What follows belongs to an exercise in optimizing a design on an open flow for small area; a production flow would make more cautious choices. Only simulation tests tie the RTL to the original design; equivalence was not proved. Power is estimated from default activity; no workload was simulated.

// sprite_display_top
module sprite_display_top (
	input  wire         CLK,
	input  wire         RESET,
	input  wire         avl_cs,
	input  wire         avl_read,
	input  wire         avl_write,
	input  wire [3:0]   avl_byte_en,
	input  wire [8:0]   avl_addr,
	input  wire [31:0]  avl_writedata,
	output logic [31:0] readdata,
	output logic [3:0]  red,
	output logic [3:0]  green,
	output logic [3:0]  blue,
	output logic        hs,
	output logic        vs,
	output logic        blank,
	output logic        pixel_clk
);
	logic [3:0]   widx;
	logic [31:0]  words [16];
	logic [255:0] objects;
	logic [255:0] palette;
	assign widx = {avl_addr[8], avl_addr[2:0]};
	localparam logic [31:0] OBJ_INV = 32'h021E_8780;
	logic [31:0] wdata;
	logic [31:0] wdata_obj;
	logic [15:0] wsel;
	logic [3:0]  lsel;
	assign wdata     = avl_writedata & {32{~RESET}};
	assign wdata_obj = wdata ^ OBJ_INV;
	assign lsel  = avl_byte_en | {4{RESET}};
	for (genvar w = 0; w < 16; w++) begin : g_word
		assign wsel[w] = RESET | (avl_cs & avl_write & (widx == w));
		for (genvar b = 0; b < 4; b++) begin : g_lane
			always_ff @(posedge CLK) begin
				if (wsel[w] & lsel[b]) words[w][b*8 +: 8] <= (w < 8) ? wdata_obj[b*8 +: 8] : wdata[b*8 +: 8];
			end
		end
  ...
==> module object_scanner, before the edit <==
module object_scanner (
	input  wire [9:0]   draw_x,
	input  wire [9:0]   draw_y,
	input  wire [255:0] objects,   
	output logic [3:0]  idx_next
);
	function automatic logic in_span(
		input logic [9:0] p,
		input logic [9:0] o,
		input logic [1:0] k
	);
		logic [10:0] b;
		logic [9:0]  x;
		logic [9:0]  z;
		b[0] = 1'b0;
		for (int i = 0; i < 3; i++) begin
			x[i]   = p[i] ^ o[i];
			z[i]   = 1'b0;
			b[i+1] = o[i] ? (~p[i] | b[i]) : (~p[i] & b[i]);
		end
		for (int i = 3; i < 10; i++) begin
			x[i]   = p[i] ^ o[i];
			z[i]   = (x[i] == b[i]);
			b[i+1] = (~p[i] & o[i]) | (~x[i] & b[i]);
		end
		in_span = !b[10] && ((z[9:3] | (7'b0000111 >> (2'd3 - k))) == 7'h7f);
	endfunction
	function automatic logic obj_covers(
		input logic [31:0] obj,
		input logic [9:0]  px,
		input logic [9:0]  py
	);
		obj_covers = (obj[31:26] != 6'd0) && (obj[5:2] != 4'd15) &&
			in_span(px, obj[25:16], obj[27:26]) && in_span(py, obj[15:6], obj[27:26]);
	endfunction
	localparam logic [31:0] OBJ_INV = 32'h021E_8780;
	always_comb begin
		idx_next = 4'd15;
		for (int i = 7; i >= 0; i--) begin
			if (obj_covers(objects[i*32 +: 32] ^ OBJ_INV, draw_x, draw_y)) idx_next = objects[i*32 + 2 +: 4];
		end
	end
endmodule
==> module onehot_or_inv, before the edit <==
module onehot_or_inv (
	input  wire [16:0] sel,
	input  wire [16:0] d,
	input  wire        obj_any,
	output logic       y
);
	logic [5:0] t;
	logic       nv;
	aoi222 u0 (.a0(sel[0]), .b0(d[0]), .a1(sel[1]), .b1(d[1]), .a2(sel[2]), .b2(d[2]), .y(t[0]));
	aoi222 u1 (.a0(sel[3]), .b0(d[3]), .a1(sel[4]), .b1(d[4]), .a2(sel[5]), .b2(d[5]), .y(t[1]));
	aoi22  u2 (.a0(sel[6]), .b0(d[6]), .a1(sel[7]), .b1(d[7]), .y(t[2]));
	aoi222 u3 (.a0(sel[8]), .b0(d[8]), .a1(sel[9]), .b1(d[9]), .a2(sel[10]), .b2(d[10]), .y(t[3]));
	aoi222 u4 (.a0(sel[11]), .b0(d[11]), .a1(sel[12]), .b1(d[12]), .a2(sel[13]), .b2(d[13]), .y(t[4]));
	aoi222 u5 (.a0(sel[14]), .b0(d[14]), .a1(sel[15]), .b1(d[15]), .a2(sel[16]), .b2(d[16]), .y(t[5]));
	assign nv = ~(obj_any & t[0] & t[1] & t[2]);
	assign y  = ~(nv & t[3] & t[4] & t[5]);
endmodule
==> module sprite_display_top, before the edit <==
module sprite_display_top (
	input  wire         CLK,
	input  wire         RESET,
	input  wire         avl_cs,
	input  wire         avl_read,
	input  wire         avl_write,
	input  wire [3:0]   avl_byte_en,
	input  wire [8:0]   avl_addr,
	input  wire [31:0]  avl_writedata,
	output logic [31:0] readdata,
	output logic [3:0]  red,
	output logic [3:0]  green,
	output logic [3:0]  blue,
	output logic        hs,
	output logic        vs,
	output logic        blank,
	output logic        pixel_clk
);
	logic [3:0]   widx;
	logic [31:0]  words [16];
	logic [255:0] objects;
	logic [255:0] palette;
	assign widx = {avl_addr[8], avl_addr[2:0]};
	localparam logic [31:0] OBJ_INV = 32'h021E_8780;
	logic [31:0] wdata;
	logic [31:0] wdata_obj;
	logic [15:0] wsel;
	logic [3:0]  lsel;
	assign wdata     = avl_writedata & {32{~RESET}};
	assign wdata_obj = wdata ^ OBJ_INV;
	assign lsel  = avl_byte_en | {4{RESET}};
	for (genvar w = 0; w < 16; w++) begin : g_word
		assign wsel[w] = RESET | (avl_cs & avl_write & (widx == w));
		for (genvar b = 0; b < 4; b++) begin : g_lane
			always_ff @(posedge CLK) begin
				if (wsel[w] & lsel[b]) words[w][b*8 +: 8] <= (w < 8) ? wdata_obj[b*8 +: 8] : wdata[b*8 +: 8];
			end
		end
		if (w < 8) begin : g_obj
			assign objects[w*32 +: 32] = words[w];
		end else begin : g_pal
			assign palette[(w-8)*32 +: 32] = words[w];
		end
	end
	logic [16:0] rsel;
	logic        robj;
	logic [31:0] rd_next;
	always_comb begin
		for (int w = 0; w < 16; w++) begin
			rsel[w] = ~RESET & avl_cs & avl_read & (widx == w);
		end
		rsel[16] = ~RESET & ~(avl_cs & avl_read);
		robj     = |rsel[7:0];
	end
	for (genvar i = 0; i < 32; i++) begin : g_rd
		logic [16:0] d;
		for (genvar w = 0; w < 16; w++) begin : g_w
			assign d[w] = words[w][i];
		end
		assign d[16] = readdata[i];
		if (OBJ_INV[i]) begin : g_inv
			onehot_or_inv u_or (.sel(rsel), .d(d), .obj_any(robj), .y(rd_next[i]));
		end else begin : g_pos
			onehot_or #(.N(17)) u_or (.sel(rsel), .d(d), .y(rd_next[i]));
		end
	end
	always_ff @(posedge CLK) begin
		readdata <= rd_next;
	end
	logic       pix_phase;
	logic [9:0] draw_x;
	logic [9:0] draw_y;
	assign pixel_clk = pix_phase;
	logic line_end;
	assign line_end = pix_phase & (draw_x == 10'd799);
	always_ff @(posedge CLK) begin
		if (RESET | line_end) begin
			{draw_x, pix_phase} <= '0;
		end else begin
			{draw_x, pix_phase} <= {draw_x, pix_phase} + 11'd1;
		end
	end
	always_ff @(posedge CLK) begin
		if (RESET) begin
			draw_y <= '0;
		end else if (line_end) begin
			if (draw_y == 10'd524) draw_y <= '0;
			else draw_y <= draw_y + 1'b1;
		end
	end
	logic vis1;
	logic top1;
	vga_timing i_vga_timing (
		.draw_x(draw_x),
		.draw_y(draw_y),
		.vis1  (vis1),
		.top1  (top1),
		.hs    (hs),
		.vs    (vs),
		.blank (blank)
	);
	logic [3:0] idx_next;
	logic [3:0] idx;
	object_scanner i_scanner (
		.draw_x  (draw_x),
		.draw_y  (draw_y),
		.objects (objects),
		.idx_next(idx_next)
	);
	always_ff @(posedge CLK) begin
		if (pix_phase) idx <= idx_next;
	end
	logic [15:0] csel;
	logic        load;
	logic [11:0] rgb;
	logic [11:0] rgb_next;
	assign load = ~RESET & pix_phase & vis1;
	always_comb begin
		for (int j = 0; j < 15; j++) begin
			csel[j] = load & ((idx == j) ||
				(j == 7 && idx == 4'd15 && top1) || (j == 3 && idx == 4'd15 && !top1));
		end
		csel[15] = ~RESET & ~pix_phase;
	end
	for (genvar i = 0; i < 12; i++) begin : g_rgb
		logic [15:0] d;
		for (genvar j = 0; j < 15; j++) begin : g_j
			assign d[j] = palette[(j/2)*32 + ((j % 2 == 1) ? 13 : 1) + i];
		end
		assign d[15] = rgb[i];
		onehot_or #(.N(16)) u_or (.sel(csel), .d(d), .y(rgb_next[i]));
	end
	always_ff @(posedge CLK) begin
		rgb <= rgb_next;
	end
	assign red   = rgb[11:8];
	assign green = rgb[7:4];
	assign blue  = rgb[3:0];
endmodule
Settings: LEC_CHECK=0, CAP_MARGIN=20, CORE_MARGIN=2, CORE_UTILIZATION=40, PLACE_DENSITY=0.6, SLEW_MARGIN=20, SYNTH_HIERARCHICAL=1; clock period 8.0 ns.
standard.sh (not shown) runs the stock make flow with config.mk's settings and CLKGATE_MAP_FILE= SYNTH_SCRIPT=/design/flow/synth_recipe.tcl, a recipe that flattens the netlist after the stock synthesis.
==> flow/flow/run.sh <==
#!/bin/bash
# the standard layout, with an area-oriented abc mapping script (registers untouched),
# single-drive port buffers and a smaller clock tree
set -euo pipefail
here=$(pwd)
export FLOW_SYNTH_TCL=$here/synth_recipe.tcl
export MY_ABC_SCRIPT=$here/flow/area.abc
bash standard.sh \
  "SYNTH_SCRIPT=$here/flow/my_synth.tcl" \
  "BUFFER_PORTS_ARGS=-buffer_cell sky130_fd_sc_hd__buf_1" \
  "CTS_ARGS=-sink_clustering_enable -repair_clock_nets -buf_list sky130_fd_sc_hd__clkbuf_16 -sink_clustering_size 28 -sink_clustering_max_diameter 150 -dont_use_dummy_load" \
  finish > standard.log 2>&1
==> flow/flow/area.abc <==
&get -n
&st
&dch
&nf -R 1000 -E 20
&st
&syn2
&if -g -K 6
&synch2
&nf -R 1000 -E 20
&st
&syn2
&if -g -K 6
&synch2
&nf -R 1000 -E 20
&put
==> flow/flow/my_synth.tcl <==
# The standard flow's synthesis script, with ORFS's abc call given this folder's abc script
set f [open $::env(FLOW_SYNTH_TCL)]; set my_txt [read $f]; close $f
set f [open $::env(SCRIPTS_DIR)/synth.tcl]; set synth_txt [read $f]; close $f
set synth_txt [string map [list {log_cmd abc {*}$abc_args} "lset abc_args 1 $::env(MY_ABC_SCRIPT); log_cmd abc {*}\$abc_args"] $synth_txt]
set my_txt [string map [list {source $::env(SCRIPTS_DIR)/synth.tcl} $synth_txt] $my_txt]
eval $my_txt
==> next run, changes <==
--- a/flow/design.v
+++ b/flow/design.v
@@ -44,13 +44,13 @@
 `default_nettype wire
 `default_nettype none
 `timescale 1ns/1ps
 module object_scanner (
 	input  wire [9:0]   draw_x,
 	input  wire [9:0]   draw_y,
-	input  wire [255:0] objects,   
+	input  wire [255:0] objects,
 	output logic [3:0]  idx_next
 );
 	function automatic logic in_span(
 		input logic [9:0] p,
 		input logic [9:0] o,
 		input logic [1:0] k
@@ -76,17 +76,16 @@
 		input logic [9:0]  px,
 		input logic [9:0]  py
 	);
 		obj_covers = (obj[31:26] != 6'd0) && (obj[5:2] != 4'd15) &&
 			in_span(px, obj[25:16], obj[27:26]) && in_span(py, obj[15:6], obj[27:26]);
 	endfunction
-	localparam logic [31:0] OBJ_INV = 32'h021E_8780;
 	always_comb begin
 		idx_next = 4'd15;
 		for (int i = 7; i >= 0; i--) begin
-			if (obj_covers(objects[i*32 +: 32] ^ OBJ_INV, draw_x, draw_y)) idx_next = objects[i*32 + 2 +: 4];
+			if (obj_covers(objects[i*32 +: 32], draw_x, draw_y)) idx_next = objects[i*32 + 2 +: 4];
 		end
 	end
 endmodule
 `default_nettype wire
 `default_nettype none
 `timescale 1ns/1ps
@@ -107,29 +106,12 @@
 			aoi22 u (.a0(sel[3*g]), .b0(d[3*g]), .a1(sel[3*g+1]), .b1(d[3*g+1]), .y(t[g]));
 		end else begin : g1
 			assign t[g] = ~(sel[3*g] & d[3*g]);
 		end
 	end
 	assign y = ~&t;
-endmodule
-module onehot_or_inv (
-	input  wire [16:0] sel,
-	input  wire [16:0] d,
-	input  wire        obj_any,
-	output logic       y
-);
-	logic [5:0] t;
-	logic       nv;
-	aoi222 u0 (.a0(sel[0]), .b0(d[0]), .a1(sel[1]), .b1(d[1]), .a2(sel[2]), .b2(d[2]), .y(t[0]));
-	aoi222 u1 (.a0(sel[3]), .b0(d[3]), .a1(sel[4]), .b1(d[4]), .a2(sel[5]), .b2(d[5]), .y(t[1]));
-	aoi22  u2 (.a0(sel[6]), .b0(d[6]), .a1(sel[7]), .b1(d[7]), .y(t[2]));
-	aoi222 u3 (.a0(sel[8]), .b0(d[8]), .a1(sel[9]), .b1(d[9]), .a2(sel[10]), .b2(d[10]), .y(t[3]));
-	aoi222 u4 (.a0(sel[11]), .b0(d[11]), .a1(sel[12]), .b1(d[12]), .a2(sel[13]), .b2(d[13]), .y(t[4]));
-	aoi222 u5 (.a0(sel[14]), .b0(d[14]), .a1(sel[15]), .b1(d[15]), .a2(sel[16]), .b2(d[16]), .y(t[5]));
-	assign nv = ~(obj_any & t[0] & t[1] & t[2]);
-	assign y  = ~(nv & t[3] & t[4] & t[5]);
 endmodule
 `default_nettype wire
 `default_nettype none
 `timescale 1ns/1ps
 module sprite_display_top (
 	input  wire         CLK,
@@ -151,54 +133,45 @@
 );
 	logic [3:0]   widx;
 	logic [31:0]  words [16];
 	logic [255:0] objects;
 	logic [255:0] palette;
 	assign widx = {avl_addr[8], avl_addr[2:0]};
-	localparam logic [31:0] OBJ_INV = 32'h021E_8780;
 	logic [31:0] wdata;
-	logic [31:0] wdata_obj;
 	logic [15:0] wsel;
 	logic [3:0]  lsel;
-	assign wdata     = avl_writedata & {32{~RESET}};
-	assign wdata_obj = wdata ^ OBJ_INV;
+	assign wdata = avl_writedata & {32{~RESET}};
 	assign lsel  = avl_byte_en | {4{RESET}};
 	for (genvar w = 0; w < 16; w++) begin : g_word
 		assign wsel[w] = RESET | (avl_cs & avl_write & (widx == w));
 		for (genvar b = 0; b < 4; b++) begin : g_lane
 			always_ff @(posedge CLK) begin
-				if (wsel[w] & lsel[b]) words[w][b*8 +: 8] <= (w < 8) ? wdata_obj[b*8 +: 8] : wdata[b*8 +: 8];
+				if (wsel[w] & lsel[b]) words[w][b*8 +: 8] <= wdata[b*8 +: 8];
 			end
 		end
 		if (w < 8) begin : g_obj
 			assign objects[w*32 +: 32] = words[w];
 		end else begin : g_pal
 			assign palette[(w-8)*32 +: 32] = words[w];
 		end
 	end
 	logic [16:0] rsel;
-	logic        robj;
 	logic [31:0] rd_next;
 	always_comb begin
 		for (int w = 0; w < 16; w++) begin
 			rsel[w] = ~RESET & avl_cs & avl_read & (widx == w);
 		end
 		rsel[16] = ~RESET & ~(avl_cs & avl_read);
-		robj     = |rsel[7:0];
 	end
 	for (genvar i = 0; i < 32; i++) begin : g_rd
 		logic [16:0] d;
 		for (genvar w = 0; w < 16; w++) begin : g_w
 			assign d[w] = words[w][i];
 		end
 		assign d[16] = readdata[i];
-		if (OBJ_INV[i]) begin : g_inv
-			onehot_or_inv u_or (.sel(rsel), .d(d), .obj_any(robj), .y(rd_next[i]));
-		end else begin : g_pos
-			onehot_or #(.N(17)) u_or (.sel(rsel), .d(d), .y(rd_next[i]));
-		end
+		onehot_or #(.N(17)) u_or (.sel(rsel), .d(d), .y(rd_next[i]));
 	end
 	always_ff @(posedge CLK) begin
 		readdata <= rd_next;
 	end
 	logic       pix_phase;
 	logic [9:0] draw_x;
Outcome: Wire length goes up by about 3%. Setup slack improves by 480 ps. Global-route usage goes up by 0.38 points. Synthesized cell count hardly moves. Cell count goes up by 0.75%. Power goes up by 0.41%. Count of clock-buffer cells in the layout stays the same. Design area goes up by 0.95%. Maximum frequency goes up by about 8%. Hold slack improves by 14 ps. Via count goes up by 0.34%.

static timing again, ports no longer ideal:
The flow's constraints put no driver on any port. The routed layouts listed below were extracted and timed again, unchanged, in two steps. Step 1: set_driving_cell puts a clkbuf_16 on CLK and a buf_2 on each other input, an assumption about the parent block. Step 2, shift: input delay + t, output delay - t, t = (earliest + latest rising clock arrival at the registers) / 2. This alone moves slack from input paths to output paths. Slacks: ideal ports / drivers / drivers and shift; pairs: ideal ports / drivers.
| run | shift t [ns] | setup WS [ns] | worst hold slack (ns) | worst data-port slew with drivers (ns) |
|---|---|---|---|---|
| the first run | 0.668 | 1.542 / 1.542 / 1.542 | 0.491 / 0.491 / 0.491 | 0.04 |
| the second run | 0.658 | 2.017 / 2.017 / 2.017 | 0.504 / 0.504 / 0.504 | 0.04 |
After both steps setup and hold are still met in every run listed.
